From an optimization exercise on the open Yosys and OpenROAD flow, aimed at small area, a short achievable clock period and few clock cycles; shortcuts taken in it are not production practice. At most, simulation tests tie the RTL to the original design; equivalence was not proved. For runs 1 to 4, only the layout was checked, not whether the RTL still works.

## flow/design.v (module list and top-level ports; edited modules follow where they fit)
// module qpsc_eval: 17 lines
// module qpsc_band_test_dn: 206 lines
// module qpsc_band_test_dp: 204 lines
// module qpsc_fa: 10 lines
// module qpsc_band_fin: 12 lines
// module qpsc_gp: 11 lines
// module qpsc_seq: 89 lines
// module quad_photodiode_stepper_centering: 194 lines
module quad_photodiode_stepper_centering (
    input  logic                              aclk,
    input  logic                              aresetn,
    input  logic                              s_tvalid,
    output logic                              s_tready,
    input  logic [qpsc_pkg::IN_DATA_W-1:0]    s_tdata,   
    input  logic                              s_tuser,   
    output logic                              m_tvalid,
    input  logic                              m_tready,
    output logic [qpsc_pkg::OUT_DATA_W-1:0]   m_tdata,   
    input  logic                              cfg_we,
    input  logic [qpsc_pkg::CFG_IDX_W-1:0]    cfg_index,
    input  logic [qpsc_pkg::CFG_W-1:0]        cfg_wdata
);
  // ...
==> flow/run.sh <==
#!/bin/bash
# synth_recipe.tcl (not shown) runs the flow's synth.tcl, then flattens the netlist and writes it again
# the make line also repeats each setting of config.mk as NAME=value (left out here)
make -C /OpenROAD-flow-scripts/flow DESIGN_CONFIG=/design/flow/config.mk WORK_HOME=/design/flow/orfs CLKGATE_MAP_FILE= SYNTH_SCRIPT=/design/flow/synth_recipe.tcl finish
==> flow/config.mk <==
export PLATFORM = sky130hd
export DESIGN_NAME = quad_photodiode_stepper_centering
export DESIGN_NICKNAME = quad_photodiode_stepper_centering
export VERILOG_FILES = /design/flow/design.v
export SDC_FILE = /design/flow/constraint.sdc
export NUM_CORES = 4
export LEC_CHECK = 0
export CAP_MARGIN = 20
export CORE_MARGIN = 2
export CORE_UTILIZATION = 40
export SLEW_MARGIN = 60
export SYNTH_HIERARCHICAL = 1
export SYNTH_MINIMUM_KEEP_SIZE = 0
==> flow/constraint.sdc <==
create_clock -name core_clock -period 12.5 [get_ports {aclk}]
set_input_delay 2.5000 -clock core_clock [delete_from_list [all_inputs] [get_ports {aclk}]]
set_output_delay 2.5000 -clock core_clock [all_outputs]
set_load 0.01 [all_outputs]
==> run_results.csv, run 1 <==
group,metric,value,unit
timing,fin_tns_setup,0,ns
floorplanning,die_w,255,µm
worst_setup_path,cp_top_family,"buffers and inverters",
synthesis,synth_area,25100,µm²
timing,rsz0062_at_grt,"false",
floorplanning,ios,98,
clock_tree,cts_buffer_depth,3,
placed_design,hpwlAfterDp,44.1,mm
drt,route.detailed.drc,0,
floorplanning,core_area,61800,µm²
layout,layout_common_cells,"299 x xnor2_1, 206 x inv_1, 195 x fa_1",
clock_tree,numCtsBuffers,35,
outcome,status,"complete, no violations",
worst_setup_path,cp.buffers_inverters,3,
grt,antenna_found_initial,0,
timing,post-route-period-util,34.5,%
timing,whs,0.323,ns
timing,worst_pin_slew,0.579,ns
layout,final-seq-area,6520,µm²
drt,wl_met1,27.3,mm
worst_setup_path,crit_type,"in -> reg",
synthesis,synth_cells,2557,
clock_tree,cts_sinks,268,
timing,fin_ws,8.18,ns
layout,seq-cell-share,24.0,%
worst_setup_path,r2r_cells,11,
worst_setup_path,crit_chain,"clkdlybuf4s50_1 -> nand2b_1 -> nor2b_2 -> buf_4 -> ha_1 -> inv_1 -> fa_1 -> xor2_1 -> or3_1 -> a21oi_1",
timing,skew,0.0196,ns
clock_tree,clk_pin_slew,0.06,ns
floorplanning,die-area,64800,µm²
placed_design,dpl.cell_count,3329,
worst_setup_path,reg2reg_from,"s1_sum[6]",
drt,maxUsedRoutingLayer,"met4",
floorplanning,start_util,40.6,%
layout,n_clock_buffer,47,
timing,final_max_slew_viol_count,0,
worst_setup_path,r2r-end,"s2_lo_part[4]",
timing,layout_min_cycle_time,4.32,ns
drt,viasPerCell,5.35,
==> run 2: changes to the inputs <==
--- a/flow/config.mk
+++ b/flow/config.mk
@@ -7,7 +7,8 @@
 export LEC_CHECK = 0
 export CAP_MARGIN = 20
 export CORE_MARGIN = 2
-export CORE_UTILIZATION = 40
+export CORE_UTILIZATION = 60
+export CTS_CLUSTER_SIZE = 30
 export SLEW_MARGIN = 60
 export SYNTH_HIERARCHICAL = 1
 export SYNTH_MINIMUM_KEEP_SIZE = 0
==> run_results.csv, run 2 <==
group,metric,value,unit
layout,fillers,3413,
layout,antenna_cells,0,
grt,grt_max_degree,45,
floorplanning,ios,98,
synthesis,syn_avg_cell_area,9.82,µm²
worst_setup_path,crit_type,"in -> reg",
timing,fin_ws,8.18,ns
synthesis,synth_warnings,9,
placed_design,gp_congestion,0.891,
outcome,status,"complete, no violations",
floorplanning,start_util,61.1,%
min_path,hp-class,"reg -> reg",
drt,route.detailed.drc,0,
worst_setup_path,cp_data_required_time,13.00,ns
timing,hold_viol_final,0,
grt,grt_overflow,0,
clock_tree,clk_pin_slew,0.06,ns
grt,antenna_found_initial,0,
floorplanning,dieHeight,209,µm
timing,layout_min_cycle_time,4.32,ns
timing,skew,0.0272,ns
drt,dr.pass1.iters,6,
layout,final_nets,2949,
clock_tree,htree_levels,1,
drt,viasPerCell,5.95,
timing,finalSetupViolations,0,
layout,final-seq-area,6540,µm²
drt,antenna_left,0,
floorplanning,die_w,209,µm
timing,slew_headroom,62.4,%
clock_tree,insertion_delay,0.58,ns
timing,fin_tns_setup,0,ns
clock_tree,post_cts_buffers,0,
synthesis,synth_cells,2557,
timing,rsz0062_at_grt,"false",
worst_setup_path,arrival,4.82,ns
worst_setup_path,max_stage_delay,0.44,ns
floorplanning,rows,74,
drt,wl_per_cell,19.7,µm
grt,grt_usage,28.1,%
clock_tree,cts_tree,"done",
layout,layout_common_cells,"298 x xnor2_1, 206 x inv_1, 195 x fa_1",
grt,grt_pass1_wl,98.5,mm
run,max_cap_violations,0,
drt,vias,18300,
clock_tree,cts_hold_buf,0,
clock_tree,numCtsBuffers,31,
clock_tree,cts_buffer_depth,3,
timing,worst_pin_slew,0.557,ns
layout,design_area,26700,µm²
grt,grt_pass1_vias,18200,
drt,wl,60.5,mm
placed_design,hpwlAfterDp,43.7,mm
floorplanning,core_area,41100,µm²
placed_design,place_ws,7.61,ns
worst_setup_path,cp-end-kind,"register",
layout,final_common_cell,"xnor2_1",
layout,area_growth,6.49,%
clock_tree,cts_sinks,268,
timing,final_max_slew_viol_count,0,
clock_tree,root_buffer,"clkbuf_16",
floorplanning,die-area,43500,µm²
worst_setup_path,crit_slowest_cell,"clkdlybuf4s50_1",
layout,multiInputGateArea,16600,µm²
synthesis,synth_area,25100,µm²
timing,fmax,0.232,GHz
worst_setup_path,crit_fanout,25,
worst_setup_path,crit_chain,"clkdlybuf4s50_1 -> nand2b_1 -> nor2b_2 -> buf_4 -> ha_1 -> inv_1 -> fa_1 -> xor2_1 -> or3_1 -> a21oi_1",
worst_setup_path,startpoint_type,"primary input",
timing,whs,0.332,ns
placed_design,placed_area,25600,µm²
timing,post-route-period-util,34.5,%
layout,drive_above_1_share,9.04,%
placed_design,place.port_buffers,94,
clock_tree,post_cts_resized,0,
drt,drt_iter0_drc,1292,
run 2: final cells by class:
class	count	area share [%]
Multi-Input combinational cell	1892	62.1
Sequential cell	268	24.5
Timing Repair Buffer	109	3.94
Clock buffer	39	3.05
Inverter	217	3.05
Tap cell	532	2.49
Clock inverter	19	0.908
run 2: stage by stage:
stage	utilization (%)	std cells
after floorplan	-	2559
after global placement	62.0	3018
after detailed placement	62.3	3018
after CTS	64.9	3076
after global routing	65.0	3076
final	65.0	3076
run 2: worst max-delay path: cells and delay by family:
family	cells	cell delay, ns
adders and majority gates	2	0.63
buffers and inverters	3	0.82
and+or+nand+nor	3	0.54
AOI/OAI and AO/OA	1	0.16
xor gates and xnor gates	1	0.16
run 2: worst paths after layout:
kind	startpoint	endpoint	slack (ns)	cells after the start
setup reg to reg	s1_sum[13]	s2_lo_part[2]	8.41	11
setup / recovery	m_tready	flight[2]	8.18	10
hold / removal	s0_start	s1_start	0.33	0
hold reg to reg	s0_start	s1_start	0.33	0
run 2: metal layers:
metal / global-route usage (%) / wire (µm) / vias to the layer above
met1: 40.0 / 27400 / 8964
met5: 0 / 0 / -
li1: - / - / 8612
met4: 7.98 / 1290 / 0
met3: 3.35 / 4020 / 90
met2: 45.4 / 27800 / 651
==> run 3: changes to the inputs <==
--- a/flow/config.mk
+++ b/flow/config.mk
@@ -8,7 +8,8 @@
 export CAP_MARGIN = 20
 export CORE_MARGIN = 2
 export CORE_UTILIZATION = 60
-export CTS_CLUSTER_SIZE = 30
+export CTS_BUF_LIST = sky130_fd_sc_hd__clkbuf_8
+export CTS_CLUSTER_SIZE = 24
 export SLEW_MARGIN = 60
 export SYNTH_HIERARCHICAL = 1
 export SYNTH_MINIMUM_KEEP_SIZE = 0
==> run_results.csv, run 3 <==
group,metric,value,unit
timing,slew_headroom,62.6,%
synthesis,synth_cells,2557,
floorplanning,die-area,43500,µm²
floorplanning,ios,98,
timing,finalSetupViolations,0,
clock_tree,clk_pin_slew,0.07,ns
clock_tree,htree_levels,2,
worst_setup_path,max_stage_delay,0.44,ns
worst_setup_path,crit_fanout,25,
grt,grt_overflow,0,
clock_tree,post_cts_resized,0,
grt,grt_pass1_wl,98.3,mm
timing,fin_ws,8.24,ns
worst_setup_path,cp-end-kind,"register",
grt,grt_max_degree,45,
drt,wl_per_cell,19.6,µm
clock_tree,cts_hold_buf,0,
drt,drt_iter0_drc,1408,
timing,layout_min_cycle_time,4.26,ns
clock_tree,cts_tree,"done",
timing,skew,0.0360,ns
layout,layout_common_cells,"298 x xnor2_1, 216 x inv_1, 195 x fa_1",
drt,dr.pass1.iters,7,
clock_tree,root_buffer,"clkbuf_8",
timing,fin_tns_setup,0,ns
grt,grt_pass1_vias,18300,
layout,final_common_cell,"xnor2_1",
layout,final_nets,2967,
placed_design,place_ws,7.61,ns
layout,area_growth,6.41,%
layout,fillers,3400,
min_path,hp-class,"reg -> reg",
synthesis,syn_avg_cell_area,9.82,µm²
placed_design,hpwlAfterDp,43.7,mm
grt,antenna_found_initial,0,
drt,antenna_left,0,
worst_setup_path,crit_type,"in -> reg",
worst_setup_path,startpoint_type,"primary input",
clock_tree,cts_sinks,268,
clock_tree,post_cts_buffers,0,
layout,antenna_cells,0,
timing,final_max_slew_viol_count,0,
worst_setup_path,crit_chain,"clkdlybuf4s50_1 -> nand2b_1 -> nor2b_2 -> buf_4 -> ha_1 -> inv_1 -> fa_1 -> xor2_1 -> or3_1 -> a21oi_1",
drt,wl,60.8,mm
clock_tree,numCtsBuffers,49,
drt,viasPerCell,5.95,
drt,vias,18500,
worst_setup_path,cp.buffers_inverters,3,
timing,rsz0062_at_grt,"false",
run,max_cap_violations,0,
outcome,status,"complete, no violations",
timing,worst_pin_slew,0.555,ns
layout,drive_above_1_share,10.0,%
clock_tree,cts_buffer_depth,3,
floorplanning,die_w,209,µm
timing,whs,0.332,ns
worst_setup_path,arrival,4.81,ns
placed_design,placed_area,25600,µm²
grt,grt_usage,28.2,%
synthesis,synth_area,25100,µm²
placed_design,gp_congestion,0.891,
floorplanning,rows,74,
floorplanning,core_area,41100,µm²
worst_setup_path,cp_top_family,"buffers and inverters",
floorplanning,start_util,61.1,%
layout,design_area,26700,µm²
clock_tree,insertion_delay,0.63,ns
drt,route.detailed.drc,0,
floorplanning,dieHeight,209,µm
synthesis,synth_warnings,9,
timing,hold_viol_final,0,
worst_setup_path,crit_slowest_cell,"clkdlybuf4s50_1",
timing,fmax,0.235,GHz
worst_setup_path,cp_data_required_time,13.05,ns
placed_design,place.port_buffers,94,
timing,post-route-period-util,34.1,%
## run 3: cell types whose count changed in the layout (fill, tap and decap cells not counted), moves of 3 or more
cell        previous run  this run
clkinvlp_4             5         2
clkbuf_1               7         0
clkbuf_16             31         0
clkinv_2               4        11
clkbuf_8               1        55
inv_1                206       216
clkinv_4               0         4
## run 3: through the flow
stage,utilization (%),cells
floorplan,-,2559
finish,65.0,3108
detailed placement,62.3,3018
global placement,62.0,3018
CTS,64.8,3108
global route,65.0,3108
## run 3: final cells by class
cell class,count,area [µm²],area share (%)
Multi-Input combinational cell,1892,16600,62.1
Clock inverter,35,282,1.05
Tap cell,532,666,2.49
Clock buffer,55,757,2.83
Timing Repair Buffer,109,1050,3.94
Inverter,217,816,3.05
Sequential cell,268,6540,24.5
## run 3: path summary, 6_finish.rpt
path | from | endpoint | slack [ns] | cells after the start
worst max-delay path | m_tready | flight[2] | 8.24 | 10
worst max register to register | s1_sum[13] | s2_lo_part[2] | 8.43 | 11
worst min-delay path | s0_start | s1_start | 0.33 | 0
worst min register to register | s0_start | s1_start | 0.33 | 0
## run 3: per-layer routing
layer  track usage [%]  vias up  wire length [µm]
li1                  -     8664                 -
met1              39.6     9019             27200
met2              45.0      689             27700
met3              3.97      114              4260
met4              9.73        0              1640
met5                 0        -                 0
==> module quad_photodiode_stepper_centering, before the edit <==
module quad_photodiode_stepper_centering (
    input  logic                              aclk,
    input  logic                              aresetn,
    input  logic                              s_tvalid,
    output logic                              s_tready,
    input  logic [qpsc_pkg::IN_DATA_W-1:0]    s_tdata,   
    input  logic                              s_tuser,   
    output logic                              m_tvalid,
    input  logic                              m_tready,
    output logic [qpsc_pkg::OUT_DATA_W-1:0]   m_tdata,   
    input  logic                              cfg_we,
    input  logic [qpsc_pkg::CFG_IDX_W-1:0]    cfg_index,
    input  logic [qpsc_pkg::CFG_W-1:0]        cfg_wdata
);
    localparam int SB = qpsc_pkg::SAMPLE_BITS;
    function automatic logic booth_one(input logic [16:0] w, input int k);
        booth_one = w[2*k] ^ ((k == 0) ? 1'b0 : w[2*k-1]);
    endfunction
    function automatic logic booth_two(input logic [16:0] w, input int k);
        logic b0;
        b0 = (k == 0) ? 1'b0 : w[2*k-1];
        booth_two = (w[2*k+1] && !w[2*k] && !b0) || (!w[2*k+1] && w[2*k] && b0);
    endfunction
    logic rst_late;
    always_ff @(posedge aclk) begin
        rst_late <= !aresetn;
    end
    logic [qpsc_pkg::STEPS_W-1:0]  init_budget_reg;    
    logic [qpsc_pkg::TGT_W-1:0]    target_reg;
    logic [qpsc_pkg::TOL_W-1:0]    tol_reg;
    logic [qpsc_pkg::MOVES_W-1:0]  max_moves_reg;
    logic [qpsc_pkg::STEPS_W-1:0]  wr_budget;
    always_comb begin
        if (cfg_wdata[qpsc_pkg::STEPS_W-1:0] == '0)
            wr_budget = qpsc_pkg::STEPS_W'(1);
        else if (cfg_wdata[qpsc_pkg::STEPS_W-1:0] > qpsc_pkg::BUDGET_MAX)
            wr_budget = qpsc_pkg::BUDGET_MAX;
        else
            wr_budget = cfg_wdata[qpsc_pkg::STEPS_W-1:0];
    end
    logic wr_en;
    assign wr_en = cfg_we && aresetn;
    always_ff @(posedge aclk) begin
        if (wr_en && (cfg_index == qpsc_pkg::CFG_INITIAL_STEPS))
            init_budget_reg <= wr_budget;
        else if (rst_late)
            init_budget_reg <= qpsc_pkg::INIT_STEPS_RST;
        if (wr_en && (cfg_index == qpsc_pkg::CFG_TARGET))
            target_reg <= cfg_wdata[qpsc_pkg::TGT_W-1:0];
        else if (rst_late)
            target_reg <= qpsc_pkg::TARGET_RST;
        if (wr_en && (cfg_index == qpsc_pkg::CFG_TOLERANCE))
            tol_reg <= cfg_wdata[qpsc_pkg::TOL_W-1:0];
        else if (rst_late)
            tol_reg <= qpsc_pkg::TOL_RST;
        if (wr_en && (cfg_index == qpsc_pkg::CFG_MAX_MOVES))
            max_moves_reg <= cfg_wdata[qpsc_pkg::MOVES_W-1:0];
        else if (rst_late)
            max_moves_reg <= qpsc_pkg::MAX_MOVES_RST;
    end
    logic [16:0] band_hi17, band_lo17;
    logic        hi_over, lo_under;
    logic [7:0]  hi_one, hi_two, hi_negn, lo_one, lo_two, lo_negn;
    assign band_hi17 = {target_reg[15], target_reg} + {2'b00, tol_reg};
    assign band_lo17 = {target_reg[15], target_reg} - {2'b00, tol_reg};
    assign hi_over   = !band_hi17[16] && band_hi17[15];    
    assign lo_under  = band_lo17[16] && !band_lo17[15];    
    always_ff @(posedge aclk) begin
        for (int k = 0; k < 8; k++) begin
            hi_one[k]  <= !hi_over && booth_one(band_hi17, k);
            hi_two[k]  <= hi_over ? (k == 7) : booth_two(band_hi17, k);
            hi_negn[k] <= hi_over || !band_hi17[2*k+1];
            lo_one[k]  <= !lo_under && booth_one(band_lo17, k);
            lo_two[k]  <= lo_under ? (k == 7) : booth_two(band_lo17, k);
            lo_negn[k] <= lo_under || band_lo17[2*k+1];
        end
    end
    logic                s0_valid;
    logic                s0_start;
    logic [6:0]          s0_bd_lo, s0_bd_hi, s0_ac_lo, s0_ac_hi;    
    logic [SB:0]         s0_bd, s0_ac;
    logic [SB-1:0]       qa, qb, qc, qd;
    assign {qd, qc, qb, qa} = s_tdata[4*SB-1:0];
    always_ff @(posedge aclk) begin
        s0_start <= s_tuser;
        s0_bd_lo <= {1'b0, qb[5:0]}  + {1'b0, qd[5:0]};
        s0_bd_hi <= {1'b0, qb[11:6]} + {1'b0, qd[11:6]};
        s0_ac_lo <= {1'b0, qa[5:0]}  + {1'b0, qc[5:0]};
        s0_ac_hi <= {1'b0, qa[11:6]} + {1'b0, qc[11:6]};
    end
    assign s0_bd = {s0_bd_hi, 6'b0} + 13'(s0_bd_lo);
    assign s0_ac = {s0_ac_hi, 6'b0} + 13'(s0_ac_lo);
    logic                s1_valid;
    logic                s1_start;
    logic [13:0]         s1_sum;
    logic signed [14:0]  s1_diff;
    always_ff @(posedge aclk) begin
        s1_start <= s0_start;
        s1_sum   <= {1'b0, s0_bd} + {1'b0, s0_ac};
        s1_diff  <= {2'b00, s0_bd} - {2'b00, s0_ac};
    end
    logic       s2_valid, s2_start, s2_nobeam, s2_hi, s2_lo;
    logic [7:0] ev_hi_part, ev_lo_part, s2_hi_part, s2_lo_part;
    qpsc_eval u_eval (
        .sum      (s1_sum),
        .diff     (s1_diff),
        .hi_one   (hi_one),
        .hi_two   (hi_two),
        .hi_negn  (hi_negn),
        .lo_one   (lo_one),
        .lo_two   (lo_two),
        .lo_negn  (lo_negn),
        .hi_part  (ev_hi_part),
        .lo_part  (ev_lo_part)
    );
    always_ff @(posedge aclk) begin
        s2_start   <= s1_start;
        s2_nobeam  <= (s1_sum == '0);
        s2_hi_part <= ev_hi_part;
        s2_lo_part <= ev_lo_part;
    end
    qpsc_band_fin u_hi_fin (.part(s2_hi_part), .neg(s2_hi));
    qpsc_band_fin u_lo_fin (.part(s2_lo_part), .neg(s2_lo));
    localparam int QN = 4;            
    logic [3:0] q [QN];               
    logic [1:0] q_wptr, q_rptr;
    logic [2:0] q_count;              
    logic [3:0] s2_tok, head;
    logic       head_valid, fire;
    logic       out_valid_reg;
    logic       ready_reg;
    logic       take;
    logic [2:0] flight;               
    assign s2_tok     = {s2_start, s2_nobeam, s2_hi, s2_lo};
    assign head       = (q_count != 3'd0) ? q[q_rptr] : s2_tok;
    assign head_valid = (q_count != 3'd0) || s2_valid;
    assign fire       = head_valid && (!out_valid_reg || m_tready);
    logic [2:0] q_count_inc, q_count_dec;
    assign q_count_inc = q_count + 3'(s2_valid);
    assign q_count_dec = q_count + 3'(s2_valid) - 3'd1;
    assign s_tready = ready_reg;
    assign take     = s_tvalid && ready_reg;
    always_ff @(posedge aclk) begin
        if (s2_valid)
            q[q_wptr] <= s2_tok;
    end
    always_ff @(posedge aclk) begin
        if (!aresetn) begin
            s0_valid      <= 1'b0;
            s1_valid      <= 1'b0;
            s2_valid      <= 1'b0;
            q_wptr        <= 2'd0;
            q_rptr        <= 2'd0;
            q_count       <= 3'd0;
            flight        <= 3'd0;
            ready_reg     <= 1'b0;
            out_valid_reg <= 1'b0;
        end else begin
            s0_valid      <= take;
            s1_valid      <= s0_valid;
            s2_valid      <= s1_valid;
            q_wptr        <= q_wptr + 2'(s2_valid);
            q_rptr        <= q_rptr + 2'(fire);
            q_count       <= fire ? q_count_dec : q_count_inc;
            case ({take, fire})
                2'b10:   flight <= flight + 3'd1;
                2'b01:   flight <= flight - 3'd1;
                default: flight <= flight;
            endcase
            case ({take, fire})
                2'b10:   ready_reg <= (flight <= 3'(QN - 2));
                2'b01:   ready_reg <= 1'b1;
                default: ready_reg <= (flight <= 3'(QN - 1));
            endcase
            out_valid_reg <= fire || (out_valid_reg && !m_tready);
        end
    end
    qpsc_pkg::qpsc_result_t result;
    qpsc_seq u_seq (
        .aclk        (aclk),
        .rst         (rst_late),
        .fire        (fire),
        .start_req   (head[3]),
        .no_beam     (head[2]),
        .hi          (head[1]),
        .lo          (head[0]),
        .init_budget (init_budget_reg),
        .max_moves   (max_moves_reg),
        .result      (result)
    );
    assign m_tvalid = out_valid_reg;
    assign m_tdata  = qpsc_pkg::OUT_DATA_W'({result.status, result.step_budget,
                                             result.turn_reverse, result.coil_pattern});
endmodule
==> run 4: changes to the inputs <==
--- a/flow/design.v
+++ b/flow/design.v
@@ -698,19 +698,14 @@
     end
     logic                s0_valid;
     logic                s0_start;
-    logic [6:0]          s0_bd_lo, s0_bd_hi, s0_ac_lo, s0_ac_hi;    
     logic [SB:0]         s0_bd, s0_ac;
     logic [SB-1:0]       qa, qb, qc, qd;
     assign {qd, qc, qb, qa} = s_tdata[4*SB-1:0];
     always_ff @(posedge aclk) begin
         s0_start <= s_tuser;
-        s0_bd_lo <= {1'b0, qb[5:0]}  + {1'b0, qd[5:0]};
-        s0_bd_hi <= {1'b0, qb[11:6]} + {1'b0, qd[11:6]};
-        s0_ac_lo <= {1'b0, qa[5:0]}  + {1'b0, qc[5:0]};
-        s0_ac_hi <= {1'b0, qa[11:6]} + {1'b0, qc[11:6]};
+        s0_bd    <= {1'b0, qb} + {1'b0, qd};
+        s0_ac    <= {1'b0, qa} + {1'b0, qc};
     end
-    assign s0_bd = {s0_bd_hi, 6'b0} + 13'(s0_bd_lo);
-    assign s0_ac = {s0_ac_hi, 6'b0} + 13'(s0_ac_lo);
     logic                s1_valid;
     logic                s1_start;
     logic [13:0]         s1_sum;
@@ -756,9 +751,6 @@
     assign head       = (q_count != 3'd0) ? q[q_rptr] : s2_tok;
     assign head_valid = (q_count != 3'd0) || s2_valid;
     assign fire       = head_valid && (!out_valid_reg || m_tready);
-    logic [2:0] q_count_inc, q_count_dec;
-    assign q_count_inc = q_count + 3'(s2_valid);
-    assign q_count_dec = q_count + 3'(s2_valid) - 3'd1;
     assign s_tready = ready_reg;
     assign take     = s_tvalid && ready_reg;
     always_ff @(posedge aclk) begin
@@ -782,12 +774,8 @@
             s2_valid      <= s1_valid;
             q_wptr        <= q_wptr + 2'(s2_valid);
             q_rptr        <= q_rptr + 2'(fire);
-            q_count       <= fire ? q_count_dec : q_count_inc;
-            case ({take, fire})
-                2'b10:   flight <= flight + 3'd1;
-                2'b01:   flight <= flight - 3'd1;
-                default: flight <= flight;
-            endcase
+            q_count       <= q_count + 3'(s2_valid) - 3'(fire);
+            flight        <= flight + 3'(take) - 3'(fire);
             case ({take, fire})
                 2'b10:   ready_reg <= (flight <= 3'(QN - 2));
                 2'b01:   ready_reg <= 1'b1;
--- a/flow/config.mk
+++ b/flow/config.mk
@@ -7,9 +7,7 @@
 export LEC_CHECK = 0
 export CAP_MARGIN = 20
 export CORE_MARGIN = 2
-export CORE_UTILIZATION = 60
-export CTS_BUF_LIST = sky130_fd_sc_hd__clkbuf_8
-export CTS_CLUSTER_SIZE = 24
+export CORE_UTILIZATION = 40
 export SLEW_MARGIN = 60
 export SYNTH_HIERARCHICAL = 1
 export SYNTH_MINIMUM_KEEP_SIZE = 0
==> run_results.csv, run 4 <==
group,metric,value,unit
clock_tree,htree_levels,2,
worst_setup_path,cp_data_required_time,12.90,ns
drt,viasPerCell,5.44,
timing,finalSetupViolations,0,
timing,layout_min_cycle_time,4.64,ns
placed_design,hpwlAfterDp,45.7,mm
worst_setup_path,cp.depth,11,
clock_tree,cts_hold_buf,0,
clock_tree,cts_buffer_depth,3,
timing,fmax,0.215,GHz
placed_design,gp_congestion,0.883,
worst_setup_path,cp-end-kind,"register",
layout,final_cells,3364,
worst_setup_path,startpoint_type,"primary input",
synthesis,synth_cells,2530,
worst_setup_path,max_stage_delay,0.41,ns
worst_setup_path,reg2reg_from,"lo_negn[3]",
clock_tree,insertion_delay,0.54,ns
drt,wl,62.7,mm
layout,final_util,43.9,%
timing,post-route-period-util,37.1,%
floorplanning,core_area,61800,µm²
timing,worst_pin_slew,0.569,ns
placed_design,dpl.cell_count,3302,
timing,slew_headroom,62.0,%
floorplanning,rows,91,
drt,drt_iter0_drc,1394,
clock_tree,cts_sinks,266,
drt,dr.pass1.iters,5,
clock_tree,clk_pin_slew,0.06,ns
timing,hold_viol_final,0,
layout,antenna_cells,0,
timing,rsz0062_at_grt,"false",
floorplanning,start_util,40.6,%
worst_setup_path,crit_fanout,2,
timing,skew,0.0216,ns
grt,grt_pass1_vias,18700,
layout,final_nets,2929,
worst_setup_path,cp.buffers_inverters,1,
drt,wl_per_cell,18.6,µm
worst_setup_path,r2r_setup_slack,8.40,ns
layout,design_area,27100,µm²
synthesis,synth_area,25100,µm²
worst_setup_path,cp_top_family,"compound AO/OA/AOI/OAI gates",
worst_setup_path,r2r_cells,9,
grt,grt_usage,19.6,%
outcome,status,"complete, no violations",
worst_setup_path,path_common_cell,"a21oi_1",
clock_tree,numCtsBuffers,34,
min_path,hp-class,"reg -> reg",
synthesis,syn_avg_cell_area,9.91,µm²
layout,area_growth,8.23,%
drt,antenna_left,0,
synthesis,synth_warnings,9,
layout,layout_common_cells,"294 x xnor2_1, 194 x fa_1, 181 x a22oi_1",
clock_tree,root_buffer,"clkbuf_16",
layout,drive_above_1_share,9.81,%
grt,grt_pass1_wl,102,mm
drt,vias,18300,
clock_tree,post_cts_resized,0,
run,max_cap_violations,0,
placed_design,placed_area,26000,µm²
worst_setup_path,crit_slowest_cell,"clkdlybuf4s50_1",
clock_tree,cts_tree,"done",
worst_setup_path,endpoint,"s0_bd[12]",
grt,grt_overflow,0,
worst_setup_path,crit_start,"s_tdata[12]",
floorplanning,die_w,254,µm
worst_setup_path,arrival,5.04,ns
floorplanning,die-area,64700,µm²
timing,final_max_slew_viol_count,0,
timing,fin_tns_setup,0,ns
worst_setup_path,r2r-end,"s2_lo_part[4]",
placed_design,place.port_buffers,94,
floorplanning,ios,98,
floorplanning,dieHeight,254,µm
grt,grt_max_degree,45,
layout,final_common_cell,"xnor2_1",
clock_tree,post_cts_buffers,0,
worst_setup_path,crit_chain,"clkdlybuf4s50_1 -> ha_1 -> fa_1 -> a21o_1 -> a21oi_1 -> o21bai_1 -> a21oi_1 -> o21a_1 -> nor2_1 -> a211oi_1 -> a21oi_1",
drt,route.detailed.drc,0,
grt,antenna_found_initial,0,
worst_setup_path,crit_type,"in -> reg",
## run 4: cell type report
type | instances | area (µm²)
Fill cell | 5877 | 34700
Sequential cell | 266 | 6490
Inverter | 194 | 732
Multi-Input combinational cell | 1894 | 16700
Tap cell | 837 | 1050
Clock buffer | 46 | 990
Clock inverter | 16 | 121
Timing Repair Buffer | 111 | 1060
## run 4: worst min path at each step
stage / from / endpoint / slack, ns / cells after the start
6_report: s1_start / s2_start / 0.33 / 0
5_1_grt: s1_start / s2_start / 0.34 / 0
4_1_cts: s1_start / s2_start / 0.33 / 0
3_5_place_dp: s1_start / s2_start / 0.32 / 0
3_3_place_gp: s1_start / s2_start / 0.32 / 0
2_1_floorplan: s0_start / s1_start / 0.31 / 0
## run 4: stage by stage
| stage | worst slack [ns] | hold slack [ns] |
|---|---|---|
| 2_1_floorplan | 8.04 | 0.310 |
| 3_3_place_gp | 7.32 | 0.318 |
| 3_5_place_dp | 7.31 | 0.316 |
| 4_1_cts | 7.87 | 0.330 |
| 5_1_grt | 7.67 | 0.335 |
| 6_report | 7.86 | 0.326 |
## run 4: layer usage
layer | GRT usage, % | up-vias | part of all wire (%)
li1 | - | 8618 | -
met1 | 27.2 | 8992 | 46
met2 | 32.2 | 594 | 47
met3 | 2.44 | 96 | 5.1
met4 | 5.65 | 0 | 2.5
met5 | 0 | - | 0
==> module qpsc_seq, before the edit <==
module qpsc_seq (
    input  logic                            aclk,
    input  logic                            rst,          
    input  logic                            fire,         
    input  logic                            start_req,
    input  logic                            no_beam,
    input  logic                            hi,
    input  logic                            lo,
    input  logic [qpsc_pkg::STEPS_W-1:0]    init_budget,  
    input  logic [qpsc_pkg::MOVES_W-1:0]    max_moves,
    output qpsc_pkg::qpsc_result_t          result
);
    logic [2:0]                       status_reg, status_next;
    logic [qpsc_pkg::PHASE_W-1:0]     phase_reg, phase_next;
    logic                             rev_reg, rev_next;
    logic [qpsc_pkg::STEPS_W-1:0]     budget_reg, budget_next;
    logic [qpsc_pkg::STEPS_W-1:0]     steps_reg, steps_next;
    logic [qpsc_pkg::MOVES_W-1:0]     count_reg, count_next;
    logic [qpsc_pkg::COIL_W-1:0]      coil_reg, coil_next;
    logic moving, stepping, last, do_eval, limit, off_band, move, flip;
    logic [qpsc_pkg::STEPS_W-1:0]     halved;
    always_comb begin
        moving   = (status_reg == qpsc_pkg::ST_MOVING);
        stepping = !start_req && moving;
        last     = (steps_reg[qpsc_pkg::STEPS_W-1:1] == '0);
        do_eval  = start_req || (stepping && last);
        limit    = start_req ? (max_moves == '0) : (count_reg >= max_moves);
        off_band = hi || lo;
        move     = !no_beam && off_band && !limit;
        flip     = !start_req && (hi != rev_reg);
        halved   = {1'b0, budget_reg[qpsc_pkg::STEPS_W-1:1]};
        halved[0] = halved[0] || (budget_reg[qpsc_pkg::STEPS_W-1:1] == '0);
    end
    always_comb begin
        status_next = status_reg;
        phase_next  = phase_reg;
        rev_next    = rev_reg;
        budget_next = start_req ? init_budget : budget_reg;
        steps_next  = steps_reg;
        count_next  = count_reg;
        coil_next   = '0;
        if (stepping) begin
            phase_next = rev_reg ? phase_reg - 3'd1 : phase_reg + 3'd1;
            steps_next = steps_reg - qpsc_pkg::STEPS_W'(1);
            coil_next  = qpsc_pkg::coil_lookup(phase_reg);
        end
        if (do_eval) begin
            if (no_beam)
                status_next = qpsc_pkg::ST_NOBEAM;
            else if (!off_band)
                status_next = qpsc_pkg::ST_ALIGNED;
            else if (limit)
                status_next = qpsc_pkg::ST_LIMIT;
            else
                status_next = qpsc_pkg::ST_MOVING;
            if (move) begin
                if (flip)
                    budget_next = halved;
                rev_next = hi;
            end
            steps_next = budget_next;
            count_next = start_req ? qpsc_pkg::MOVES_W'(1) : count_reg + qpsc_pkg::MOVES_W'(1);
        end
    end
    always_ff @(posedge aclk) begin
        if (rst) begin
            status_reg <= qpsc_pkg::ST_IDLE;
            phase_reg  <= '0;
            rev_reg    <= 1'b0;
            budget_reg <= '0;
        end else if (fire) begin
            status_reg <= status_next;
            phase_reg  <= phase_next;
            rev_reg    <= rev_next;
            budget_reg <= budget_next;
        end
    end
    always_ff @(posedge aclk) begin
        if (fire) begin
            steps_reg <= steps_next;
            count_reg <= count_next;
            coil_reg  <= coil_next;
        end
    end
    assign result.status       = qpsc_pkg::qpsc_status_t'(status_reg);
    assign result.step_budget  = budget_reg;
    assign result.turn_reverse = rev_reg;
    assign result.coil_pattern = coil_reg;
endmodule
==> run 5: changes to the inputs <==
--- a/flow/design.v
+++ b/flow/design.v
@@ -534,9 +534,7 @@
     input  logic                            rst,          
     input  logic                            fire,         
     input  logic                            start_req,
-    input  logic                            no_beam,
-    input  logic                            hi,
-    input  logic                            lo,
+    input  logic [1:0]                      outcome,      
     input  logic [qpsc_pkg::STEPS_W-1:0]    init_budget,  
     input  logic [qpsc_pkg::MOVES_W-1:0]    max_moves,
     output qpsc_pkg::qpsc_result_t          result
@@ -556,9 +554,9 @@
         last     = (steps_reg[qpsc_pkg::STEPS_W-1:1] == '0);
         do_eval  = start_req || (stepping && last);
         limit    = start_req ? (max_moves == '0) : (count_reg >= max_moves);
-        off_band = hi || lo;
-        move     = !no_beam && off_band && !limit;
-        flip     = !start_req && (hi != rev_reg);
+        off_band = outcome[1];
+        move     = off_band && !limit;
+        flip     = !start_req && (!outcome[0] != rev_reg);
         halved   = {1'b0, budget_reg[qpsc_pkg::STEPS_W-1:1]};
         halved[0] = halved[0] || (budget_reg[qpsc_pkg::STEPS_W-1:1] == '0);
     end
@@ -576,10 +574,8 @@
             coil_next  = qpsc_pkg::coil_lookup(phase_reg);
         end
         if (do_eval) begin
-            if (no_beam)
-                status_next = qpsc_pkg::ST_NOBEAM;
-            else if (!off_band)
-                status_next = qpsc_pkg::ST_ALIGNED;
+            if (!off_band)
+                status_next = outcome[0] ? qpsc_pkg::ST_ALIGNED : qpsc_pkg::ST_NOBEAM;
             else if (limit)
                 status_next = qpsc_pkg::ST_LIMIT;
             else
@@ -587,7 +583,7 @@
             if (move) begin
                 if (flip)
                     budget_next = halved;
-                rev_next = hi;
+                rev_next = !outcome[0];
             end
             steps_next = budget_next;
             count_next = start_req ? qpsc_pkg::MOVES_W'(1) : count_reg + qpsc_pkg::MOVES_W'(1);
@@ -698,14 +694,19 @@
     end
     logic                s0_valid;
     logic                s0_start;
+    logic [6:0]          s0_bd_lo, s0_bd_hi, s0_ac_lo, s0_ac_hi;    
     logic [SB:0]         s0_bd, s0_ac;
     logic [SB-1:0]       qa, qb, qc, qd;
     assign {qd, qc, qb, qa} = s_tdata[4*SB-1:0];
     always_ff @(posedge aclk) begin
         s0_start <= s_tuser;
-        s0_bd    <= {1'b0, qb} + {1'b0, qd};
-        s0_ac    <= {1'b0, qa} + {1'b0, qc};
+        s0_bd_lo <= {1'b0, qb[5:0]}  + {1'b0, qd[5:0]};
+        s0_bd_hi <= {1'b0, qb[11:6]} + {1'b0, qd[11:6]};
+        s0_ac_lo <= {1'b0, qa[5:0]}  + {1'b0, qc[5:0]};
+        s0_ac_hi <= {1'b0, qa[11:6]} + {1'b0, qc[11:6]};
     end
+    assign s0_bd = {s0_bd_hi, 6'b0} + 13'(s0_bd_lo);
+    assign s0_ac = {s0_ac_hi, 6'b0} + 13'(s0_ac_lo);
     logic                s1_valid;
     logic                s1_start;
     logic [13:0]         s1_sum;
@@ -738,19 +739,22 @@
     qpsc_band_fin u_hi_fin (.part(s2_hi_part), .neg(s2_hi));
     qpsc_band_fin u_lo_fin (.part(s2_lo_part), .neg(s2_lo));
     localparam int QN = 4;            
-    logic [3:0] q [QN];               
+    logic [2:0] q [QN];               
     logic [1:0] q_wptr, q_rptr;
     logic [2:0] q_count;              
-    logic [3:0] s2_tok, head;
+    logic [2:0] s2_tok, head;
     logic       head_valid, fire;
     logic       out_valid_reg;
     logic       ready_reg;
     logic       take;
     logic [2:0] flight;               
-    assign s2_tok     = {s2_start, s2_nobeam, s2_hi, s2_lo};
+    assign s2_tok     = {s2_start, !s2_nobeam && (s2_hi || s2_lo), !s2_nobeam && !s2_hi};
     assign head       = (q_count != 3'd0) ? q[q_rptr] : s2_tok;
     assign head_valid = (q_count != 3'd0) || s2_valid;
     assign fire       = head_valid && (!out_valid_reg || m_tready);
+    logic [2:0] q_count_inc, q_count_dec;
+    assign q_count_inc = q_count + 3'(s2_valid);
+    assign q_count_dec = q_count + 3'(s2_valid) - 3'd1;
     assign s_tready = ready_reg;
     assign take     = s_tvalid && ready_reg;
     always_ff @(posedge aclk) begin
@@ -774,8 +778,12 @@
             s2_valid      <= s1_valid;
             q_wptr        <= q_wptr + 2'(s2_valid);
             q_rptr        <= q_rptr + 2'(fire);
-            q_count       <= q_count + 3'(s2_valid) - 3'(fire);
-            flight        <= flight + 3'(take) - 3'(fire);
+            q_count       <= fire ? q_count_dec : q_count_inc;
+            case ({take, fire})
+                2'b10:   flight <= flight + 3'd1;
+                2'b01:   flight <= flight - 3'd1;
+                default: flight <= flight;
+            endcase
             case ({take, fire})
                 2'b10:   ready_reg <= (flight <= 3'(QN - 2));
                 2'b01:   ready_reg <= 1'b1;
@@ -789,10 +797,8 @@
         .aclk        (aclk),
         .rst         (rst_late),
         .fire        (fire),
-        .start_req   (head[3]),
-        .no_beam     (head[2]),
-        .hi          (head[1]),
-        .lo          (head[0]),
+        .start_req   (head[2]),
+        .outcome     (head[1:0]),
         .init_budget (init_budget_reg),
         .max_moves   (max_moves_reg),
         .result      (result)
--- a/flow/config.mk
+++ b/flow/config.mk
@@ -7,7 +7,9 @@
 export LEC_CHECK = 0
 export CAP_MARGIN = 20
 export CORE_MARGIN = 2
-export CORE_UTILIZATION = 40
+export CORE_UTILIZATION = 60
+export CTS_CLUSTER_DIAMETER = 150
+export CTS_CLUSTER_SIZE = 20
 export SLEW_MARGIN = 60
 export SYNTH_HIERARCHICAL = 1
 export SYNTH_MINIMUM_KEEP_SIZE = 0
==> run_results.csv, run 5 <==
group,metric,value,unit
outcome,status,"complete, no violations",
clock_tree,numCtsBuffers,17,
timing,final_max_slew_viol_count,0,
min_path,min_path_cells,0,
layout,final_common_cell,"xnor2_1",
placed_design,place_ws,7.82,ns
placed_design,place.port_buffers,94,
timing,whs,0.352,ns
worst_setup_path,cp.buffers_inverters,1,
placed_design,dpl.cell_count,3002,
layout,design_area,25900,µm²
worst_setup_path,startpoint_type,"register",
grt,grt-busiest-layer,"met2",
floorplanning,rows,74,
grt,grt_util_met3,2.98,%
worst_setup_path,cp-end-kind,"primary output",
clock_tree,insertion_delay,0.53,ns
layout,final_util,63.5,%
timing,slew_headroom,59.7,%
clock_tree,post_cts_resized,0,
grt,met1_usage,36.3,%
synthesis,synth_warnings,9,
drt,wl,58.3,mm
floorplanning,die-area,42800,µm²
grt,grt_usage,27.7,%
drt,antenna_left,0,
clock_tree,htree_levels,1,
timing,skew,0.0259,ns
worst_setup_path,cp_data_required_time,10.00,ns
clock_tree,cts_hold_buf,0,
timing,hold_viol_final,0,
layout,final_nets,2921,
worst_setup_path,crit_type,"reg -> out",
drt,route.detailed.drc,0,
worst_setup_path,cp_top_family,"buffers and inverters",
timing,rsz0062_at_grt,"false",
timing,finalSetupViolations,0,
clock_tree,cts_tree,"done",
worst_setup_path,cp.depth,1,
grt,grt_pass1_wl,94.2,mm
timing,fin_tns_setup,0,ns
layout,area_growth,4.63,%
worst_setup_path,crit_fanout,6,
floorplanning,die_w,207,µm
run,max_cap_violations,0,
layout,drive_above_1_share,8.04,%
min_path,hp-class,"reg -> reg",
worst_setup_path,crit_chain,"clkdlybuf4s50_1",
grt,antenna_found_initial,0,
drt,dr.pass1.iters,6,
floorplanning,core_area,40700,µm²
synthesis,synth_cells,2525,
grt,met2_usage,47.3,%
placed_design,hpwlAfterDp,44.1,mm
layout,antenna_cells,0,
grt,grt_overflow,0,
worst_setup_path,r2r_cells,11,
clock_tree,root_buffer,"clkbuf_16",
worst_setup_path,max_stage_delay,0.62,ns
placed_design,gp_congestion,0.938,
worst_setup_path,r2r_setup_slack,8.39,ns
drt,wl_per_cell,19.2,µm
grt,grt_pass1_vias,17900,
timing,fmax,0.241,GHz
placed_design,placed_area,25300,µm²
clock_tree,clk_pin_slew,0.08,ns
worst_setup_path,arrival,1.65,ns
synthesis,synth_area,24700,µm²
drt,viasPerCell,5.85,
floorplanning,start_util,60.7,%
layout,final_cells,3033,
layout,layout_common_cells,"301 x xnor2_1, 207 x inv_1, 195 x fa_1",
clock_tree,cts_buffer_depth,3,
floorplanning,ios,98,
timing,worst_pin_slew,0.603,ns
synthesis,syn_avg_cell_area,9.79,µm²
clock_tree,cts_sinks,264,
drt,drt_iter0_drc,1217,
timing,fin_ws,8.35,ns
floorplanning,dieHeight,207,µm
timing,layout_min_cycle_time,4.15,ns
worst_setup_path,crit_slowest_cell,"clkdlybuf4s50_1",
clock_tree,post_cts_buffers,0,
grt,grt_max_degree,36,
drt,vias,17700,
timing,post-route-period-util,33.2,%
## run 5: cell types whose count changed in the layout (fill, tap and decap cells not counted), sizes merged, moves of 12 or more
cell / before / now
mux2: 4 / 16
nor4: 31 / 18
inv: 192 / 215
clkinv: 16 / 4
nand2: 158 / 145
clkbuf: 46 / 26
o21ai: 24 / 55
nand3: 18 / 30
## run 5: path summary, 6_finish.rpt
check           startpoint             to
max          u_seq.rev_reg     m_tdata[4]
max reg2reg      s1_sum[5]  s2_lo_part[2]
min reg2reg       s1_start       s2_start
min               s1_start       s2_start
## run 5: layer usage
| layer | vias to the layer above | wire [µm] |
|---|---|---|
| li1 | 8451 | - |
| met1 | 8668 | 25000 |
| met2 | 517 | 28200 |
| met3 | 108 | 2970 |
| met4 | 0 | 2080 |
| met5 | - | 0 |
## run 5: area by class of cell
class / count / area, µm²
flip-flops and latches: 264 / 6400
multi-input cells: 1876 / 16400
inverters: 216 / 816
clock buffers: 26 / 469
repair buffers: 116 / 1110
fillers: 3465 / 14900
well taps: 532 / 666
clock inverters: 3 / 30.0
Testbench counts of run 5, summed over its fixed seeds: cycles 32,256.
==> run 6: changes to the inputs <==
--- a/flow/config.mk
+++ b/flow/config.mk
@@ -5,6 +5,7 @@
 export SDC_FILE = /design/flow/constraint.sdc
 export NUM_CORES = 4
 export LEC_CHECK = 0
+export ABC_AREA = 1
 export CAP_MARGIN = 20
 export CORE_MARGIN = 2
 export CORE_UTILIZATION = 60
==> run_results.csv, run 6 <==
group,metric,value,unit
outcome,status,"complete, no violations",
placed_design,gp_congestion,0.925,
worst_setup_path,reg2reg_from,"lo_negn[7]",
worst_setup_path,r2r-end,"s2_lo_part[2]",
layout,fillers,4361,
floorplanning,die-area,48300,µm²
timing,finalSetupViolations,0,
grt,grt_pass1_vias,23100,
floorplanning,dieHeight,220,µm
clock_tree,htree_levels,1,
grt,grt_pass1_wl,117,mm
worst_setup_path,arrival,4.76,ns
floorplanning,core_area,46300,µm²
drt,dr.pass1.iters,5,
floorplanning,ios,98,
timing,whs,0.340,ns
drt,wl_per_cell,15.5,µm
layout,antenna_cells,0,
worst_setup_path,cp-end-kind,"register",
synthesis,synth_warnings,9,
floorplanning,start_util,60.3,%
clock_tree,cts_buffer_depth,3,
timing,fin_tns_setup,0,ns
drt,drt_iter0_drc,1586,
timing,slew_headroom,60.1,%
timing,fmax,0.231,GHz
clock_tree,root_buffer,"clkbuf_16",
run,max_cap_violations,0,
worst_setup_path,crit_slowest_cell,"clkdlybuf4s50_1",
placed_design,place.port_buffers,94,
grt,grt_overflow,0,
clock_tree,post_cts_resized,0,
clock_tree,clk_pin_slew,0.08,ns
synthesis,synth_area,27900,µm²
worst_setup_path,r2r_setup_slack,8.36,ns
worst_setup_path,crit_chain,"clkdlybuf4s50_1 -> inv_1 -> nand2_1 -> nand2_1 -> inv_2 -> ha_1 -> inv_1 -> fa_1 -> a21oi_1 -> o21ai_0 -> o21ai_0 -> a21oi_1",
floorplanning,rows,79,
grt,antenna_found_initial,0,
worst_setup_path,cp_data_required_time,12.92,ns
layout,area_growth,3.46,%
timing,final_max_slew_viol_count,0,
layout,final_nets,4471,
layout,drive_above_1_share,5.40,%
timing,rsz0062_at_grt,"false",
min_path,min_from,"s0_start",
worst_setup_path,startpoint_type,"primary input",
layout,final_common_cell,"nand2_1",
worst_setup_path,r2r_cells,15,
worst_setup_path,max_stage_delay,0.45,ns
floorplanning,die_w,220,µm
grt,grt_usage,30.6,%
timing,post-route-period-util,34.7,%
placed_design,hpwlAfterDp,52.5,mm
timing,worst_pin_slew,0.598,ns
worst_setup_path,crit_fanout,22,
clock_tree,cts_sinks,264,
timing,hold_viol_final,0,
drt,wl,72.4,mm
timing,skew,0.0285,ns
worst_setup_path,cp.buffers_inverters,4,
clock_tree,numCtsBuffers,17,
timing,layout_min_cycle_time,4.34,ns
synthesis,synth_cells,4095,
clock_tree,insertion_delay,0.54,ns
min_path,hp-class,"reg -> reg",
synthesis,syn_avg_cell_area,6.82,µm²
clock_tree,post_cts_buffers,0,
drt,viasPerCell,5.22,
min_path,min_path_cells,0,
clock_tree,cts_tree,"done",
worst_setup_path,crit_type,"in -> reg",
drt,antenna_left,0,
min_path,holdPathEnd,"s1_start",
layout,layout_common_cells,"1718 x nand2_1, 510 x inv_1, 322 x nand3_1",
drt,route.detailed.drc,0,
worst_setup_path,cp_top_family,"buffers and inverters",
clock_tree,cts_hold_buf,0,
grt,grt_max_degree,39,
drt,vias,24300,
run 6: per-stage QoR:
step	setup WS, ns	utilization (%)	cells	instance area [µm²]
2_1_floorplan	8.31	-	4097	27900
3_3_place_gp	7.31	61.2	4628	28300
3_5_place_dp	7.30	61.3	4629	28400
4_1_cts	7.82	62.4	4659	28900
5_1_grt	7.93	62.4	4659	28900
6_report	8.16	62.4	4659	28900
run 6: area by class of cell:
class                   count  area (µm²)  area share, %
flip-flops and latches    264        6400           22.2
inverters                 548        2070           7.16
well taps                 607         759           2.63
repair buffers            114        1080           3.75
multi-input cells        3096       18100           62.6
clock inverters             2        25.0         0.0867
clock buffers              28         467           1.62
run 6: worst max path at each step:
stage,from,endpoint,slack [ns],depth (start not counted)
after floorplan,cfg_we,max_moves_reg[0],8.31,2
after global placement,m_tready,flight[2],7.31,12
after detailed placement,aresetn,tol_reg[2],7.30,5
after CTS,aresetn,tol_reg[9],7.82,5
after global routing,m_tready,flight[2],7.93,12
final,m_tready,flight[2],8.16,12
run 6: per-layer routing:
layer  track usage (%)  vias to the layer above  share of wire [%]
li1                  -                    12400                  -
met1              40.7                    11000                 44
met2              51.8                      764                 46
met3              3.48                      144                6.5
met4              10.4                        0                3.1
met5                 0                        -                  0
run 6: worst reg2reg max path, delay by kind of cell (launching register included):
kind	cells	cell delay (ns)
and+or+nand+nor	7	0.62
DFF	1	0.32
buffers and inverters	4	0.94
adders and majority gates	4	2.15
==> run 7: changes to the inputs <==
--- a/flow/config.mk
+++ b/flow/config.mk
@@ -5,12 +5,11 @@
 export SDC_FILE = /design/flow/constraint.sdc
 export NUM_CORES = 4
 export LEC_CHECK = 0
-export ABC_AREA = 1
 export CAP_MARGIN = 20
 export CORE_MARGIN = 2
 export CORE_UTILIZATION = 60
 export CTS_CLUSTER_DIAMETER = 150
 export CTS_CLUSTER_SIZE = 20
-export SLEW_MARGIN = 60
+export SLEW_MARGIN = 40
 export SYNTH_HIERARCHICAL = 1
 export SYNTH_MINIMUM_KEEP_SIZE = 0
==> run_results.csv, run 7 <==
group,metric,value,unit
outcome,status,"complete, no violations",
clock_tree,insertion_delay,0.51,ns
layout,final_cells,3030,
clock_tree,cts_hold_buf,0,
synthesis,syn_avg_cell_area,9.79,µm²
timing,final_max_slew_viol_count,0,
worst_setup_path,r2r_setup_slack,8.21,ns
synthesis,synth_warnings,9,
clock_tree,post_cts_buffers,0,
layout,area_growth,4.09,%
layout,antenna_cells,0,
timing,skew,0.0162,ns
worst_setup_path,arrival,4.48,ns
placed_design,dpl.cell_count,3001,
clock_tree,clk_pin_slew,0.08,ns
placed_design,place_ws,7.59,ns
grt,grt_usage,27.5,%
worst_setup_path,crit_type,"in -> reg",
worst_setup_path,startpoint_type,"primary input",
clock_tree,cts_sinks,264,
drt,wl_per_cell,19.2,µm
worst_setup_path,crit_start,"aresetn",
worst_setup_path,cp_data_required_time,12.64,ns
clock_tree,numCtsBuffers,17,
clock_tree,root_buffer,"clkbuf_16",
timing,fin_ws,8.16,ns
grt,grt_pass1_wl,94.2,mm
timing,slew_headroom,42.5,%
grt,grt_overflow,0,
drt,route.detailed.drc,0,
timing,worst_pin_slew,0.862,ns
timing,post-route-period-util,34.7,%
drt,antenna_left,0,
layout,final_common_cell,"xnor2_1",
floorplanning,die-area,42800,µm²
floorplanning,die_w,207,µm
layout,fillers,3459,
worst_setup_path,endpoint,"max_moves_reg[3]",
synthesis,synth_area,24700,µm²
clock_tree,htree_levels,1,
worst_setup_path,r2r_cells,9,
synthesis,synth_cells,2525,
grt,grt_pass1_vias,18000,
drt,drt_iter0_drc,1063,
drt,vias,17800,
clock_tree,post_cts_resized,0,
worst_setup_path,crit_fanout,17,
floorplanning,start_util,60.7,%
layout,final_util,63.2,%
timing,hold_viol_final,0,
drt,viasPerCell,5.89,
timing,rsz0062_at_grt,"false",
layout,final_nets,2918,
floorplanning,rows,74,
floorplanning,dieHeight,207,µm
floorplanning,core_area,40700,µm²
drt,dr.pass1.iters,5,
grt,grt_max_degree,36,
clock_tree,cts_tree,"done",
timing,fin_tns_setup,0,ns
timing,finalSetupViolations,0,
timing,layout_min_cycle_time,4.34,ns
layout,layout_common_cells,"304 x xnor2_1, 207 x inv_1, 195 x fa_1",
min_path,hp-class,"reg -> reg",
drt,wl,58.2,mm
run,max_cap_violations,0,
worst_setup_path,reg2reg_from,"hi_negn[3]",
timing,fmax,0.230,GHz
worst_setup_path,r2r-end,"s2_hi_part[4]",
layout,drive_above_1_share,5.84,%
grt,antenna_found_initial,0,
placed_design,gp_congestion,0.938,
floorplanning,ios,98,
clock_tree,cts_buffer_depth,3,
placed_design,hpwlAfterDp,44.1,mm
worst_setup_path,cp-end-kind,"register",
placed_design,place.port_buffers,94,
[run 7: worst min-delay path by stage]
stage          startpoint        to  slack (ns)  depth (start not counted)
6_report         s0_start  s1_start        0.34                          0
3_3_place_gp     s1_start  s2_start        0.33                          0
3_5_place_dp     s1_start  s2_start        0.33                          0
2_1_floorplan    s0_start  s1_start        0.31                          0
4_1_cts          s0_start  s1_start        0.35                          0
5_1_grt          s1_start  s2_start        0.36                          0
[run 7: final cells by class]
type | instances | area, µm² | area share (%)
clock buffers | 26 | 469 | 1.82
clock inverters | 3 | 50.0 | 0.195
inverters | 216 | 816 | 3.17
multi-input cells | 1876 | 16300 | 63.3
flip-flops and latches | 264 | 6350 | 24.7
well taps | 532 | 666 | 2.59
repair buffers | 113 | 1080 | 4.21
[run 7: metal layers]
metal	wire length [µm]	track usage (%)
met1	24900	36.3
met2	28400	47.9
met3	2950	2.28
met4	1900	9.02
met5	0	0
[run 7: worst max-delay path, stage by stage]
cell and delay, ns:
clkdlybuf4s50_1 0.75, nand4_1 0.51, nand2b_1 0.71
[run 7: through the flow]
stage	cell area (µm²)	hold WS [ns]
2_1_floorplan	24700	0.310
3_5_place_dp	25200	0.332
4_1_cts	25700	0.345
5_1_grt	25700	0.358
3_3_place_gp	25200	0.327
6_report	25700	0.342
==> run 8: changes to the inputs <==
--- a/flow/config.mk
+++ b/flow/config.mk
@@ -10,6 +10,6 @@
 export CORE_UTILIZATION = 60
 export CTS_CLUSTER_DIAMETER = 150
 export CTS_CLUSTER_SIZE = 20
-export SLEW_MARGIN = 40
+export SLEW_MARGIN = 80
 export SYNTH_HIERARCHICAL = 1
 export SYNTH_MINIMUM_KEEP_SIZE = 0
==> run_results.csv, run 8 <==
group,metric,value,unit
floorplanning,ios,98,
floorplanning,rows,74,
worst_setup_path,r2r_setup_slack,8.33,ns
worst_setup_path,arrival,4.58,ns
layout,drive_above_1_share,13.5,%
timing,skew,0.0257,ns
synthesis,synth_warnings,9,
clock_tree,cts_tree,"done",
layout,final_nets,2985,
timing,fin_tns_setup,0,ns
timing,rsz0062_at_grt,"false",
placed_design,gp_congestion,0.938,
drt,viasPerCell,5.89,
min_path,holdPathEnd,"s2_start",
clock_tree,post_cts_resized,0,
timing,finalSetupViolations,0,
grt,grt_pass1_vias,18200,
timing,post-route-period-util,33.4,%
clock_tree,cts_sinks,264,
placed_design,place.port_buffers,94,
grt,grt_max_degree,36,
grt,grt_pass1_wl,96.1,mm
floorplanning,die-area,42800,µm²
drt,drt_iter0_drc,1143,
placed_design,dpl.cell_count,3057,
worst_setup_path,r2r_cells,14,
outcome,status,"complete, no violations",
floorplanning,start_util,60.7,%
min_path,min_path_cells,0,
layout,final_cells,3098,
drt,wl,59.8,mm
clock_tree,clk_pin_slew,0.10,ns
clock_tree,cts_buffer_depth,3,
drt,vias,18200,
floorplanning,core_area,40700,µm²
min_path,min_from,"s1_start",
synthesis,synth_cells,2525,
placed_design,hpwlAfterDp,45.2,mm
timing,layout_min_cycle_time,4.17,ns
drt,dr.pass1.iters,7,
clock_tree,cts_hold_buf,0,
synthesis,syn_avg_cell_area,9.79,µm²
timing,hold_viol_final,0,
run,max_cap_violations,0,
worst_setup_path,startpoint_type,"register",
synthesis,synth_area,24700,µm²
drt,wl_per_cell,19.3,µm
clock_tree,htree_levels,1,
floorplanning,die_w,207,µm
worst_setup_path,crit_fanout,17,
drt,antenna_left,0,
grt,grt_overflow,0,
grt,antenna_found_initial,0,
grt,grt_usage,28.2,%
layout,final_common_cell,"xnor2_1",
timing,fmax,0.240,GHz
clock_tree,post_cts_buffers,0,
drt,route.detailed.drc,0,
clock_tree,insertion_delay,0.53,ns
layout,layout_common_cells,"283 x xnor2_1, 202 x inv_1, 194 x fa_1",
min_path,hp-class,"reg -> reg",
worst_setup_path,crit_type,"reg -> reg",
layout,area_growth,11.1,%
worst_setup_path,cp_data_required_time,12.91,ns
timing,final_max_slew_viol_count,0,
worst_setup_path,cp-end-kind,"register",
layout,antenna_cells,0,
clock_tree,numCtsBuffers,17,
clock_tree,root_buffer,"clkbuf_16",
worst_setup_path,r2r-end,"s2_lo_part[2]",
floorplanning,dieHeight,207,µm
worst_setup_path,reg2reg_from,"s1_sum[2]",
-- run 8: metrics by stage --
step / setup WS (ns) / cell area (µm²) / util (%) / hold WS (ns)
floorplan: 8.03 / 24700 / - / 0.310
global placement: 7.63 / 25200 / 61.8 / 0.327
detailed placement: 7.84 / 26500 / 65.0 / 0.331
CTS: 8.38 / 27000 / 66.2 / 0.351
global route: 8.19 / 27500 / 67.4 / 0.357
finish: 8.33 / 27500 / 67.4 / 0.351
-- run 8: layer usage --
metal	up-vias	share of wire (%)	GRT usage (%)
met5	-	0	0
met4	0	3.8	9.78
met3	121	4.5	2.57
met2	516	49	48.2
met1	9027	43	37.5
li1	8577	-	-
-- run 8: critical path, stage by stage (launching register included) --
cell and delay (ns):
dfxtp_2 0.33, buf_8 0.15, buf_16 0.17, a22oi_1 0.17
clkdlybuf4s50_1 0.56, xnor2_2 0.16, ha_1 0.28, inv_1 0.07
fa_1 0.48, fa_1 0.57, fa_1 0.58, nor2_1 0.05
a21o_1 0.17, a21o_1 0.15, a21o_1 0.15
-- run 8: layout make-up --
class / count / area (µm²)
multi-input cells: 1876 / 17200
fillers: 3262 / 13300
flip-flops and latches: 264 / 6510
repair buffers: 180 / 1750
inverters: 216 / 826
well taps: 532 / 666
clock buffers: 27 / 484
clock inverters: 3 / 25.0
-- run 8: worst max-delay path by stage --
| stage | from | endpoint | slack [ns] | cells past startpoint |
|---|---|---|---|---|
| floorplan | m_tready | flight[2] | 8.03 | 8 |
| global placement | aresetn | max_moves_reg[0] | 7.63 | 3 |
| detailed placement | m_tready | flight[2] | 7.84 | 10 |
| CTS | m_tready | flight[2] | 8.38 | 10 |
| global route | m_tready | flight[2] | 8.19 | 10 |
| finish | s1_sum[2] | s2_lo_part[2] | 8.33 | 14 |

-- what the ideal ports hide --
The results above use ideal ports. As a check the final layouts listed here were re-extracted and re-timed, cells and wires unchanged.
Step 1, drivers: a clkbuf_16 drives aclk and a buf_2 each remaining input, both assumed.
Step 2 also shifts input and output timing later by t, the mid clock arrival at the registers, as if the neighbouring blocks saw the same clock.
Slacks: ideal / step 1 / step 2; pairs: ideal / step 1.
run | t, ns | setup slack, ns | worst setup path after step 2 | latest minus earliest clock arrival (ns) | worst register clock-pin slew, ns
run 1 | 0.586 | 8.185 / 8.211 / 7.625 | input to register | 0.024 / 0.024 | 0.07 / 0.07
run 2 | 0.627 | 8.184 / 8.213 / 7.587 | input to register | 0.028 / 0.029 | 0.07 / 0.07
run 3 | 0.665 | 8.238 / 8.208 / 7.602 | input to register | 0.038 / 0.039 | 0.07 / 0.07
run 4 | 0.586 | 7.858 / 7.894 / 7.308 | input to register | 0.023 / 0.022 | 0.07 / 0.07
run 5 | 0.563 | 8.348 / 8.299 / 7.830 | input to register | 0.026 / 0.026 | 0.09 / 0.09
run 6 | 0.585 | 8.164 / 8.201 / 7.616 | input to register | 0.030 / 0.030 | 0.10 / 0.10
run 7 | 0.551 | 8.157 / 8.185 / 7.634 | input to register | 0.020 / 0.020 | 0.09 / 0.09
run 8 | 0.567 | 8.325 / 8.325 / 7.835 | input to register | 0.028 / 0.027 | 0.10 / 0.10
After both steps setup and hold are still met in every run listed. For run 3, which loses most, drivers alone change the setup slack by -0.030 ns; drivers and shift together by -0.636 ns.
